This design comes from an exercise in tuning for small area, a short achievable clock period and few clock cycles per item on the open sky130 flow, not from production work.
Function was checked by simulation only, so behaviour that the tests miss may differ from the original.
Power is estimated from default activity; no workload was simulated.

== run A ==
==> flow/design.v <==
package swx_pkg;
  localparam int MAX_HALF_WINDOW = 15;
  localparam int HALF_BITS       = 4;
  localparam int RING_DEPTH      = 2 * MAX_HALF_WINDOW + 1;
  localparam int SLOT_BITS       = $clog2(RING_DEPTH + 1);
  localparam int PRICE_BITS      = 32;
  localparam int STAMP_BITS      = 64;
  localparam int VERDICT_BITS    = 2;
  localparam logic [VERDICT_BITS-1:0] VERDICT_REGULAR = 2'd0;
  localparam logic [VERDICT_BITS-1:0] VERDICT_MINIMA  = 2'd1;
  localparam logic [VERDICT_BITS-1:0] VERDICT_MAXIMA  = 2'd2;
  localparam logic KIND_TICK  = 1'b0;
  localparam logic KIND_CLEAR = 1'b1;
  typedef struct packed {
    logic start;
    logic cmp_en;
  } judge_ctrl_t;
endpackage
module swx_ram #(
  parameter int WIDTH = 32,
  parameter int DEPTH = 31
) (
  input  logic                     clk,
  input  logic                     we,
  input  logic [$clog2(DEPTH)-1:0] waddr,
  input  logic [WIDTH-1:0]         wdata,
  input  logic                     re,
  input  logic [$clog2(DEPTH)-1:0] raddr,
  output logic [WIDTH-1:0]         rdata
);
  logic [WIDTH-1:0] mem [DEPTH];
  always_ff @(posedge clk) begin
    if (we) begin
      mem[waddr] <= wdata;
    end
    if (re) begin
      rdata <= mem[raddr];
    end
  end
endmodule
module swx_judge #(
  parameter int N = 30
) (
  input  logic signed [swx_pkg::PRICE_BITS-1:0]   now,
  input  logic [N*swx_pkg::PRICE_BITS-1:0]        past,
  output logic [N-1:0]                            hi_lower,
  output logic [N-1:0]                            hi_equal,
  output logic [N-1:0]                            lo_lower,
  output logic [N-1:0]                            lo_equal
);
  localparam int PB = swx_pkg::PRICE_BITS;
  localparam int HB = PB / 2;
  logic signed [HB-1:0] now_hi;
  logic        [HB-1:0] now_lo;
  logic signed [HB-1:0] x_hi [N];
  logic        [HB-1:0] x_lo [N];
  assign now_hi = now[PB-1:HB];
  assign now_lo = now[HB-1:0];
  always_comb begin
    for (int k = 0; k < N; k++) begin
      x_hi[k]      = past[k*PB+HB +: HB];
      x_lo[k]      = past[k*PB +: HB];
      hi_lower[k]  = x_hi[k] < now_hi;
      hi_equal[k]  = x_hi[k] == now_hi;
      lo_lower[k]  = x_lo[k] < now_lo;
      lo_equal[k]  = x_lo[k] == now_lo;
    end
  end
endmodule
module sliding_window_extremum_detector
(
  input  logic                           clk,
  input  logic                           rst,
  input  logic                           in_valid,
  output logic                           in_ready,
  input  logic                           kind,
  input  logic signed [swx_pkg::PRICE_BITS-1:0]   price,
  input  logic signed [swx_pkg::STAMP_BITS-1:0]   stamp,
  output logic                           out_valid,
  input  logic                           out_ready,
  output logic [swx_pkg::VERDICT_BITS-1:0]        verdict,
  output logic signed [swx_pkg::PRICE_BITS-1:0]   price_out,
  output logic signed [swx_pkg::STAMP_BITS-1:0]   stamp_out,
  input  logic                           cfg_we,
  input  logic [swx_pkg::HALF_BITS-1:0]           cfg_data
);
  localparam int PB    = swx_pkg::PRICE_BITS;
  localparam int NPAST = 2 * swx_pkg::MAX_HALF_WINDOW;    
  logic [swx_pkg::HALF_BITS-1:0] half_window;
  logic [swx_pkg::HALF_BITS-1:0] half_clamped;
  logic [PB-1:0]                 win [NPAST];     
  logic [NPAST:0]                count;
  logic [NPAST-1:0]              cap_mask;        
  logic [NPAST-1:0]              cap_clamped;     
  logic                          s1_valid;
  logic                          s1_fresh;        
  logic [swx_pkg::STAMP_BITS-1:0] s1_stamp;
  logic [swx_pkg::VERDICT_BITS-1:0] s1_kept;
  logic [NPAST-1:0]              cmp_hi_lower;
  logic [NPAST-1:0]              cmp_hi_equal;
  logic [NPAST-1:0]              cmp_lo_lower;
  logic [NPAST-1:0]              cmp_lo_equal;
  logic                          s1_move;
  logic                          s1_free;         
  logic                          s1_busy;         
  logic                          take;            
  logic                          s1_valid_n;
  logic                          out_valid_n;
  logic                          accept;
  logic                          tick;
  logic                          clear;
  logic                          report;
  logic [NPAST-1:0]              hi_lower;
  logic [NPAST-1:0]              hi_equal;
  logic [NPAST-1:0]              lo_lower;
  logic [NPAST-1:0]              lo_equal;
  logic [NPAST-1:0]              held;
  logic [NPAST-1:0]              lower;
  logic [NPAST-1:0]              higher;
  logic [swx_pkg::VERDICT_BITS-1:0] judged;
  logic [swx_pkg::VERDICT_BITS-1:0] s1_verdict;
  logic [NPAST*PB-1:0]           past;
  assign s1_move  = !out_valid || out_ready;
  assign in_ready = s1_free || out_ready;
  assign take     = in_valid && (!s1_busy || out_ready);
  assign accept   = take;
  assign tick     = take && (kind == swx_pkg::KIND_TICK);
  assign clear    = take && (kind == swx_pkg::KIND_CLEAR);
  always_comb begin
    report = 1'b0;
    for (int k = 1; k <= swx_pkg::MAX_HALF_WINDOW; k++) begin
      if (int'(half_window) == k) begin
        report = count[k-1];
      end
    end
  end
  always_comb begin
    for (int k = 0; k < NPAST; k++) begin
      cap_clamped[k] = (k < 2 * int'(half_clamped));
    end
  end
  always_comb begin
    priority if (cfg_data == '0) begin
      half_clamped = swx_pkg::HALF_BITS'(1);
    end else if (cfg_data > swx_pkg::HALF_BITS'(swx_pkg::MAX_HALF_WINDOW)) begin
      half_clamped = swx_pkg::HALF_BITS'(swx_pkg::MAX_HALF_WINDOW);
    end else begin
      half_clamped = cfg_data;
    end
  end
  assign held   = count[NPAST:1] & cap_mask;
  assign lower  = held & (cmp_hi_lower | (cmp_hi_equal & cmp_lo_lower));
  assign higher = held & (~(cmp_hi_lower | cmp_hi_equal) |
                          (cmp_hi_equal & ~(cmp_lo_lower | cmp_lo_equal)));
  always_comb begin
    if (lower == '0) begin
      judged = swx_pkg::VERDICT_MINIMA;
    end else if (higher == '0) begin
      judged = swx_pkg::VERDICT_MAXIMA;
    end else begin
      judged = swx_pkg::VERDICT_REGULAR;
    end
  end
  assign s1_verdict = s1_fresh ? judged : s1_kept;
  assign s1_valid_n  = (!s1_busy || out_ready) ? (tick && report) : s1_valid;
  assign out_valid_n = s1_move ? s1_valid : out_valid;
  always_ff @(posedge clk) begin
    if (rst) begin
      half_window <= swx_pkg::HALF_BITS'(1);
      cap_mask    <= NPAST'(3);
      count       <= '0;
      s1_valid    <= 1'b0;
      s1_fresh    <= 1'b0;
      s1_free     <= 1'b1;
      s1_busy     <= 1'b0;
      out_valid   <= 1'b0;
    end else begin
      if (cfg_we) begin
        half_window <= half_clamped;
        cap_mask    <= cap_clamped;
        count       <= '0;
      end else if (clear) begin
        count       <= '0;
      end else if (tick) begin
        count       <= {count[NPAST-1:0], 1'b1};
      end
      s1_valid  <= s1_valid_n;
      out_valid <= out_valid_n;
      s1_free   <= !(s1_valid_n && out_valid_n);
      s1_busy   <= s1_valid_n && out_valid_n;
      s1_fresh  <= !s1_busy || out_ready;
    end
  end
  always_ff @(posedge clk) begin
    if (take) begin
      win[0] <= price;
      for (int k = 1; k < NPAST; k++) begin
        win[k] <= win[k-1];
      end
    end
    cmp_hi_lower <= hi_lower;
    cmp_hi_equal <= hi_equal;
    cmp_lo_lower <= lo_lower;
    cmp_lo_equal <= lo_equal;
    s1_kept       <= s1_verdict;
    if (!s1_busy || out_ready) begin
      s1_stamp <= stamp;
    end
    if (s1_move) begin
      verdict   <= s1_verdict;
      price_out <= win[0];
      stamp_out <= s1_stamp;
    end
  end
  always_comb begin
    for (int k = 0; k < NPAST; k++) begin
      past[k*PB +: PB] = win[k];
    end
  end
  swx_judge #(
    .N (NPAST)
  ) u_judge (
    .now       (price),
    .past      (past),
    .hi_lower (hi_lower),
    .hi_equal (hi_equal),
    .lo_lower (lo_lower),
    .lo_equal (lo_equal)
  );
endmodule
clock: 5.0 ns
lec_check: 0
cap_margin: 20
core_margin: 2
core_utilization: 55
setup_slack_margin: 2.6
slew_margin: 20
standard.sh (not shown) runs the stock make flow with config.mk's settings and CLKGATE_MAP_FILE= SYNTH_SCRIPT=/design/flow/synth_recipe.tcl, a recipe that flattens the netlist after the stock synthesis.
==> flow/flow/run.sh <==
#!/bin/bash
set -o pipefail
export CTS_ARGS="-sink_clustering_enable -repair_clock_nets -dont_use_dummy_load"
bash standard.sh finish > standard.log 2>&1
Testbench counts of run A, summed over its fixed seeds: cycles 9,680, items 9,600.
#### Input delta (run B over run A)
--- a/flow/design.v
+++ b/flow/design.v
@@ -45,7 +45,7 @@
   input  logic [N*swx_pkg::PRICE_BITS-1:0]        past,
   output logic [N-1:0]                            hi_lower,
-  output logic [N-1:0]                            hi_equal,
+  output logic [N-1:0]                            hi_higher,
   output logic [N-1:0]                            lo_lower,
-  output logic [N-1:0]                            lo_equal
+  output logic [N-1:0]                            lo_higher
 );
   localparam int PB = swx_pkg::PRICE_BITS;
@@ -62,7 +62,7 @@
       x_lo[k]      = past[k*PB +: HB];
       hi_lower[k]  = x_hi[k] < now_hi;
-      hi_equal[k]  = x_hi[k] == now_hi;
+      hi_higher[k] = x_hi[k] > now_hi;
       lo_lower[k]  = x_lo[k] < now_lo;
-      lo_equal[k]  = x_lo[k] == now_lo;
+      lo_higher[k] = x_lo[k] > now_lo;
     end
   end
@@ -98,7 +98,7 @@
   logic [swx_pkg::VERDICT_BITS-1:0] s1_kept;
   logic [NPAST-1:0]              cmp_hi_lower;
-  logic [NPAST-1:0]              cmp_hi_equal;
+  logic [NPAST-1:0]              cmp_hi_higher;
   logic [NPAST-1:0]              cmp_lo_lower;
-  logic [NPAST-1:0]              cmp_lo_equal;
+  logic [NPAST-1:0]              cmp_lo_higher;
   logic                          s1_move;
   logic                          s1_free;         
@@ -112,7 +112,7 @@
   logic                          report;
   logic [NPAST-1:0]              hi_lower;
-  logic [NPAST-1:0]              hi_equal;
+  logic [NPAST-1:0]              hi_higher;
   logic [NPAST-1:0]              lo_lower;
-  logic [NPAST-1:0]              lo_equal;
+  logic [NPAST-1:0]              lo_higher;
   logic [NPAST-1:0]              held;
   logic [NPAST-1:0]              lower;
@@ -150,7 +150,6 @@
   end
   assign held   = count[NPAST:1] & cap_mask;
-  assign lower  = held & (cmp_hi_lower | (cmp_hi_equal & cmp_lo_lower));
-  assign higher = held & (~(cmp_hi_lower | cmp_hi_equal) |
-                          (cmp_hi_equal & ~(cmp_lo_lower | cmp_lo_equal)));
+  assign lower  = held & (cmp_hi_lower  | (~cmp_hi_higher & cmp_lo_lower));
+  assign higher = held & (cmp_hi_higher | (~cmp_hi_lower  & cmp_lo_higher));
   always_comb begin
     if (lower == '0) begin
@@ -199,8 +198,8 @@
       end
     end
-    cmp_hi_lower <= hi_lower;
-    cmp_hi_equal <= hi_equal;
-    cmp_lo_lower <= lo_lower;
-    cmp_lo_equal <= lo_equal;
+    cmp_hi_lower  <= hi_lower;
+    cmp_hi_higher <= hi_higher;
+    cmp_lo_lower  <= lo_lower;
+    cmp_lo_higher <= lo_higher;
     s1_kept       <= s1_verdict;
     if (!s1_busy || out_ready) begin
@@ -223,8 +222,8 @@
     .now       (price),
     .past      (past),
-    .hi_lower (hi_lower),
-    .hi_equal (hi_equal),
-    .lo_lower (lo_lower),
-    .lo_equal (lo_equal)
+    .hi_lower  (hi_lower),
+    .hi_higher (hi_higher),
+    .lo_lower  (lo_lower),
+    .lo_higher (lo_higher)
   );
 endmodule
==> notes.md <==
Run A finished all stages; the layout is clean. Run B reached the final stage; the timing, DRC and antenna checks on its layout passed. Global-route wire length before repair is higher on run B. Compare run A and run B | count of vias placed by the detailed router higher: run B. Run A → run B: utilization shows an increase of 2.2 points, cell area after layout shows an increase of about 4%. Re clock tree buffer count of the final layout: run B is about 0.7% up on run A. As far as count of buffers inserted at the top-level ports goes, run B and run A are indistinguishable; the numbers are identical. Looking at startpoint of the most critical setup path, the cmp_lo_lower[12] result is from run B; the out_ready one comes from run A. Of run B and run A, it is run B that has the lower part of the power in registers. Inverter count of the layout excluding clock inverters of run B exceeds that of run A by more than half. Sort run A and run B by routed wire length on met2, ascending, and run A comes first. Run B ends up with lower setup slack than run A does.
Testbench counts of run B, summed over its fixed seeds: cycles 9,680, items 9,600.

* * *

north:
// sliding_window_extremum_detector: RTL as listed in full above, without the edits since
make LEC_CHECK=0 ABC_CLOCK_PERIOD_IN_PS=2400 CAP_MARGIN=20 CORE_MARGIN=2 CORE_UTILIZATION=55 SETUP_SLACK_MARGIN=2.6 SLEW_MARGIN=20 finish   # period 5.0 ns
run.sh (not shown) runs the stock make flow with config.mk's settings and CLKGATE_MAP_FILE= SYNTH_SCRIPT=/design/flow/synth_recipe.tcl, a recipe that flattens the netlist after the stock synthesis.
Stock flow here: none of the scripts above is used.
Testbench counts of north, summed over its fixed seeds: cycles 9,680, items 9,600.
> inputs changed (north -> south)
-- flow/design.v --
<<< north, line 45
  input  logic [N*swx_pkg::PRICE_BITS-1:0]        past,
  output logic [N-1:0]                            hi_lower,
  output logic [N-1:0]                            hi_equal,
  output logic [N-1:0]                            lo_lower,
  output logic [N-1:0]                            lo_equal
);
  localparam int PB = swx_pkg::PRICE_BITS;
>>> south, line 45
  input  logic [N*swx_pkg::PRICE_BITS-1:0]        past,
  output logic [N-1:0]                            hi_lower,
  output logic [N-1:0]                            hi_higher,
  output logic [N-1:0]                            lo_lower,
  output logic [N-1:0]                            lo_higher
);
  localparam int PB = swx_pkg::PRICE_BITS;
<<< north, line 62
      x_lo[k]      = past[k*PB +: HB];
      hi_lower[k]  = x_hi[k] < now_hi;
      hi_equal[k]  = x_hi[k] == now_hi;
      lo_lower[k]  = x_lo[k] < now_lo;
      lo_equal[k]  = x_lo[k] == now_lo;
    end
  end
>>> south, line 62
      x_lo[k]      = past[k*PB +: HB];
      hi_lower[k]  = x_hi[k] < now_hi;
      hi_higher[k] = x_hi[k] > now_hi;
      lo_lower[k]  = x_lo[k] < now_lo;
      lo_higher[k] = x_lo[k] > now_lo;
    end
  end
<<< north, line 98
  logic [swx_pkg::VERDICT_BITS-1:0] s1_kept;
  logic [NPAST-1:0]              cmp_hi_lower;
  logic [NPAST-1:0]              cmp_hi_equal;
  logic [NPAST-1:0]              cmp_lo_lower;
  logic [NPAST-1:0]              cmp_lo_equal;
  logic                          s1_move;
  logic                          s1_free;         
>>> south, line 98
  logic [swx_pkg::VERDICT_BITS-1:0] s1_kept;
  logic [NPAST-1:0]              cmp_hi_lower;
  logic [NPAST-1:0]              cmp_hi_higher;
  logic [NPAST-1:0]              cmp_lo_lower;
  logic [NPAST-1:0]              cmp_lo_higher;
  logic                          s1_move;
  logic                          s1_free;         
<<< north, line 112
  logic                          report;
  logic [NPAST-1:0]              hi_lower;
  logic [NPAST-1:0]              hi_equal;
  logic [NPAST-1:0]              lo_lower;
  logic [NPAST-1:0]              lo_equal;
  logic [NPAST-1:0]              held;
  logic [NPAST-1:0]              lower;
>>> south, line 112
  logic                          report;
  logic [NPAST-1:0]              hi_lower;
  logic [NPAST-1:0]              hi_higher;
  logic [NPAST-1:0]              lo_lower;
  logic [NPAST-1:0]              lo_higher;
  logic [NPAST-1:0]              held;
  logic [NPAST-1:0]              lower;
<<< north, line 150
  end
  assign held   = count[NPAST:1] & cap_mask;
  assign lower  = held & (cmp_hi_lower | (cmp_hi_equal & cmp_lo_lower));
  assign higher = held & (~(cmp_hi_lower | cmp_hi_equal) |
                          (cmp_hi_equal & ~(cmp_lo_lower | cmp_lo_equal)));
  always_comb begin
    if (lower == '0) begin
>>> south, line 150
  end
  assign held   = count[NPAST:1] & cap_mask;
  assign lower  = held & (cmp_hi_lower  | (~cmp_hi_higher & cmp_lo_lower));
  assign higher = held & (cmp_hi_higher | (~cmp_hi_lower  & cmp_lo_higher));
  always_comb begin
    if (lower == '0) begin
<<< north, line 199
      end
    end
    cmp_hi_lower <= hi_lower;
    cmp_hi_equal <= hi_equal;
    cmp_lo_lower <= lo_lower;
    cmp_lo_equal <= lo_equal;
    s1_kept       <= s1_verdict;
    if (!s1_busy || out_ready) begin
>>> south, line 198
      end
    end
    cmp_hi_lower  <= hi_lower;
    cmp_hi_higher <= hi_higher;
    cmp_lo_lower  <= lo_lower;
    cmp_lo_higher <= lo_higher;
    s1_kept       <= s1_verdict;
    if (!s1_busy || out_ready) begin
<<< north, line 223
    .now       (price),
    .past      (past),
    .hi_lower (hi_lower),
    .hi_equal (hi_equal),
    .lo_lower (lo_lower),
    .lo_equal (lo_equal)
  );
endmodule
>>> south, line 222
    .now       (price),
    .past      (past),
    .hi_lower  (hi_lower),
    .hi_higher (hi_higher),
    .lo_lower  (lo_lower),
    .lo_higher (lo_higher)
  );
endmodule
==> comparison <==
Power (south over north): increase, 0.00082 W
Relative to north, measured slew at the worst slew-check pin has gone down in south.
south gives more final cell count without fillers than north did.
The headroom to the max-slew limit in south sits 4.7 points above the value recorded for north.
Relative to north, placed standard-cell area has increased by 1.7% in south.
Comparing north and south, the higher post-synthesis instance area is on south.
Compared with north, south shows a total wire length that is about 7% higher.
Per the comparison of south with north, area of the die rose about 0.8%; maximum net fanout on the critical path lost 1.
NOTE first-pass GRT wire length north->south increased by a few percent
Final area of south exceeds that of north by a few percent.
Higher post-route clock period utilization goes to north over south.
Total internal power of south exceeds that of north by a few percent.
Testbench counts of south, summed over its fixed seeds: cycles 9,680, items 9,600.

separate check: timing with driven ports:
In the flow no input, the clock included, has a driving cell. The finished layouts below were timed again as built, in two steps.
Step 1 (the two cells are an assumption about what drives the block):
set clk [get_ports {clk}]
set_driving_cell -lib_cell sky130_fd_sc_hd__clkbuf_16 $clk
set_driving_cell -lib_cell sky130_fd_sc_hd__buf_2 [delete_from_list [all_inputs] $clk]
Step 2 adds t to the input delays and takes it off the output delays; t is the mean of the earliest and latest rising clock arrival at the registers after step 1. Input paths then give back, and output paths get back, about the clock's delay inside the block.
Slacks: ideal ports / drivers / drivers and shift; pairs: ideal ports / drivers.
| run | shift t [ns] | slack for setup (ns) | hold slack, ns | worst setup path after step 2 | cell pins on the clock port's net |
|---|---|---|---|---|---|
| run A | 0.790 | 2.566 / 2.517 / 1.844 | 0.407 / 0.407 / 0.407 | input to register | 1 |
| run B | 0.794 | 2.528 / 2.515 / 1.833 | 0.411 / 0.411 / 0.411 | input to register | 1 |
| north | 0.800 | 2.548 / 2.499 / 1.828 | 0.410 / 0.410 / 0.410 | input to register | 1 |
| south | 0.820 | 2.564 / 2.516 / 1.814 | 0.411 / 0.401 / 0.411 | input to register | 1 |
After both steps setup and hold are still met in every run listed. For south, which loses most, drivers alone change the setup slack by -0.048 ns; drivers and shift together by -0.750 ns.
